This design comes from an exercise in tuning for small area on the open sky130 flow, not from production work. Function was checked by simulation only, so behaviour that the tests miss may differ from the original. No activity file was given, so power comes from the tool's default toggle rates.

==> flow/design.v (excerpt) <==
module playfield_rotator #(
  parameter int ITER = 12,
  parameter int CW   = 11
) (
  input  logic                 clk,
  input  logic                 reset,
  input  logic [9:0]           angle,
  input  logic                 update,
  input  logic [7:0]           scale,
  output logic                 busy,
  output logic                 coef_done,
  input  logic                 pix_valid,
  input  logic signed [CW-1:0] pix_x,
  input  logic signed [CW-1:0] pix_y,
  output logic                 out_valid,
  output logic signed [CW-1:0] rx,
  output logic signed [CW-1:0] ry
);
For scale: about 210 flip-flops, ~69 I/O pins, ~24,000 µm² of cells after synthesis.
export LEC_CHECK = 0
export ABC_AREA = 1
export CAP_MARGIN = 20
export CORE_MARGIN = 2
export CORE_UTILIZATION = 40
export GPL_TIMING_DRIVEN = 0
export SLEW_MARGIN = 20
export SYNTH_HIERARCHICAL = 1
export SYNTH_MINIMUM_KEEP_SIZE = 0
create_clock -name core_clock -period 10.0 [get_ports {clk}]
standard.sh (not shown) runs the stock make flow with config.mk's settings and CLKGATE_MAP_FILE= SYNTH_SCRIPT=/design/flow/synth_recipe.tcl, a recipe that flattens the netlist after the stock synthesis.
==> flow/flow/run.sh <==
#!/bin/bash
# The standard layout (standard.sh), with these changes:
#  - the port buffers are the smallest buffer cell (buf_1);
#  - clock tree synthesis clusters up to 25 sinks per leaf buffer and inserts no
#    dummy loads.
# standard.sh's full output goes to standard.log; ORFS keeps each step's log
# under orfs/logs.
set -e
export BUFFER_PORTS_ARGS="-buffer_cell sky130_fd_sc_hd__buf_1"
export REMOVE_ABC_BUFFERS=1
export CTS_ARGS="-sink_clustering_enable -repair_clock_nets -sink_clustering_size 25 -sink_clustering_max_diameter 100 -dont_use_dummy_load"
bash standard.sh > standard.log 2>&1
Then changed:
--- a/flow/design.v
+++ b/flow/design.v
@@ -10,28 +10,26 @@
   input  logic [7:0]           scale,
   output logic                 busy,
   output logic                 coef_done,
   input  logic                 pix_valid,
   input  logic signed [CW-1:0] pix_x,
   input  logic signed [CW-1:0] pix_y,
   output logic                 out_valid,
   output logic signed [CW-1:0] rx,
   output logic signed [CW-1:0] ry
 );
   logic [3:0] t;
-  logic [3:0] sh_r;    
   always_ff @(posedge clk) begin
-    if (reset)          begin t <= 4'd0;        sh_r <= 4'd2;        end
-    else if (update)    begin t <= 4'd1;        sh_r <= 4'd3;        end
-    else if (t != 4'd0) begin t <= t + 4'd1;    sh_r <= t + 4'd3;    end
-    else                begin                   sh_r <= 4'd2;        end
+    if (reset)          t <= 4'd0;
+    else if (update)    t <= 4'd1;
+    else if (t != 4'd0) t <= t + 4'd1;
   end
   assign busy      = (t != 4'd0) && (t != 4'd15);
   assign coef_done = (t == 4'd15);
   wire t10    = (t == 4'd10);
   wire t11    = (t == 4'd11);
   wire t12    = (t == 4'd12);
   wire t13    = (t == 4'd13);
   wire t14    = (t == 4'd14);
   wire mwin   = t10 | t11 | t12 | t13;    
   wire commit = t14 && !update;
   logic [1:0]         quad;
@@ -75,23 +73,23 @@
   wire zl_6, zl_7;
   rot_fa u_zl_6 (.a(angle[3]), .b(k3[9]), .c(zl_5), .s(zl_6), .co(zl_7));
   wire zl_8, zl_9;
   rot_fa u_zl_8 (.a(angle[4]), .b(k3[10]), .c(zl_7), .s(zl_8), .co(zl_9));
   wire zl_10, zl_11;
   rot_fa u_zl_10 (.a(angle[5]), .b(k3[11]), .c(zl_9), .s(zl_10), .co(zl_11));
   wire zl_12, zl_13;
   rot_fa u_zl_12 (.a(angle[6]), .b(k3[12]), .c(zl_11), .s(zl_12), .co(zl_13));
   wire zl_14 = angle[7] ^ k3[13] ^ zl_13;
   assign zl_hi = {zl_14, zl_12, zl_10, zl_8, zl_6, zl_4, zl_2, zl_0};
   wire               dir = mwin | (~cz[13] & ~t14);
-  wire [3:0]         sh  = sh_r;      
+  wire [3:0]         sh  = t + 4'd2;
   wire signed [15:0] xsh = cx >>> sh;
   wire signed [15:0] ysh = cy >>> sh;
   wire [15:0]        xs  = xsh & {16{~mwin}};
   wire [15:0]        ys  = ysh & {16{~mwin}};
   wire [16:0]        xop = {17{dir}} ^ {ys[15], ys};      
   wire [15:0]        yop = {16{~dir}} ^ xs;               
   wire               ycin = ~dir;
   wire [13:0]        zop = {14{dir}} ^ atan_lut(t);       
   wire [16:0]        xsum;
   wire [15:0]        ysum;
   wire [13:0]        zsum;
@@ -183,23 +181,23 @@
   rot_fa u_za_18 (.a(cz[9]), .b(zop[9]), .c(za_17), .s(za_18), .co(za_19));
   wire za_20, za_21;
   rot_fa u_za_20 (.a(cz[10]), .b(zop[10]), .c(za_19), .s(za_20), .co(za_21));
   wire za_22, za_23;
   rot_fa u_za_22 (.a(cz[11]), .b(zop[11]), .c(za_21), .s(za_22), .co(za_23));
   wire za_24, za_25;
   rot_fa u_za_24 (.a(cz[12]), .b(zop[12]), .c(za_23), .s(za_24), .co(za_25));
   wire za_26 = cz[13] ^ zop[13] ^ za_25;
   assign zsum = {za_26, za_24, za_22, za_20, za_18, za_16, za_14, za_12, za_10, za_8, za_6, za_4, za_2, za_0};
   wire [14:0]        mv   = cx[14:0] ^ {15{msg}};
   wire [3:0]         md   = t[0] ? sq[7:4] : sq[3:0];
-  wire [15:0]        macc = cz;    
+  wire [15:0]        macc = cz & {16{t[0]}};
   wire [19:0]        msum;
   wire mt_0 = md[0] & mv[0];
   wire mt_1 = md[0] & mv[1];
   wire mt_2 = md[0] & mv[2];
   wire mt_3 = md[0] & mv[3];
   wire mt_4 = md[0] & mv[4];
   wire mt_5 = md[0] & mv[5];
   wire mt_6 = md[0] & mv[6];
   wire mt_7 = md[0] & mv[7];
   wire mt_8 = md[0] & mv[8];
   wire mt_9 = md[0] & mv[9];
@@ -460,23 +458,23 @@
   always_ff @(posedge clk) begin
     msg <= (t == 4'd9 || t10) ? quad[1] : (quad[0] ^ quad[1]);
     if (update) begin
       quad <= angle[9:8];
       sq   <= scale;
       cx   <= x3;
       cy   <= y3;
       cz   <= {2'b00, zl_hi, k3[5:0]};
     end else begin
       cx   <= (t11 | (t13 & quad[0])) ? cy : (t13 ? msum[18:3] : xsum[15:0]);
       cy   <= (t11 | (t13 & quad[0])) ? msum[18:3] : ysum;
-      cz   <= (t10 | t12) ? msum[19:4] : ((t == 4'd9 || t11) ? 16'd0 : {2'b00, zsum});
+      cz   <= (t10 | t12) ? msum[19:4] : {2'b00, zsum};
     end
   end
   logic signed [15:0] c, s;
   logic signed [16:0] e;    
   always_ff @(posedge clk) begin
     if (reset) begin
       c <= 16'sd16384;
       s <= 16'sd0;
       e <= 17'sd16384;
     end else if (commit) begin
       c <= cy;
=> The changed run completed with no timing, DRC or antenna violations. Final area goes down by 0.60%. Die area is lower by 1.1%. Routed wire length is lower by 5.0%. Worst setup slack loses 36 ps. Combinational power goes down by 15%.

## port drivers added, routing unchanged
In the flow no input, the clock included, has a driving cell. The finished layouts below were timed again as built, in two steps.
Step 1 sets driving cells, clkbuf_16 on the clock port and buf_2 on the other inputs (assumed; they add their load-dependent delay and slew).
Step 2, shift: input delay + t, output delay - t, t = (earliest + latest rising clock arrival at the registers) / 2. This alone moves slack from input paths to output paths.
Slacks: ideal / step 1 / step 2; pairs: ideal / step 1.
run | t, ns | slack for setup (ns) | worst setup path after step 2 | latest minus earliest clock arrival (ns) | slew at the worst register clock pin (ns)
the first run | 0.556 | 0.472 / 0.472 / 0.472 | register to register | 0.045 / 0.045 | 0.10 / 0.10
the second run | 0.566 | 0.435 / 0.435 / 0.435 | register to register | 0.054 / 0.054 | 0.12 / 0.12
After both steps every run listed still meets setup and hold.
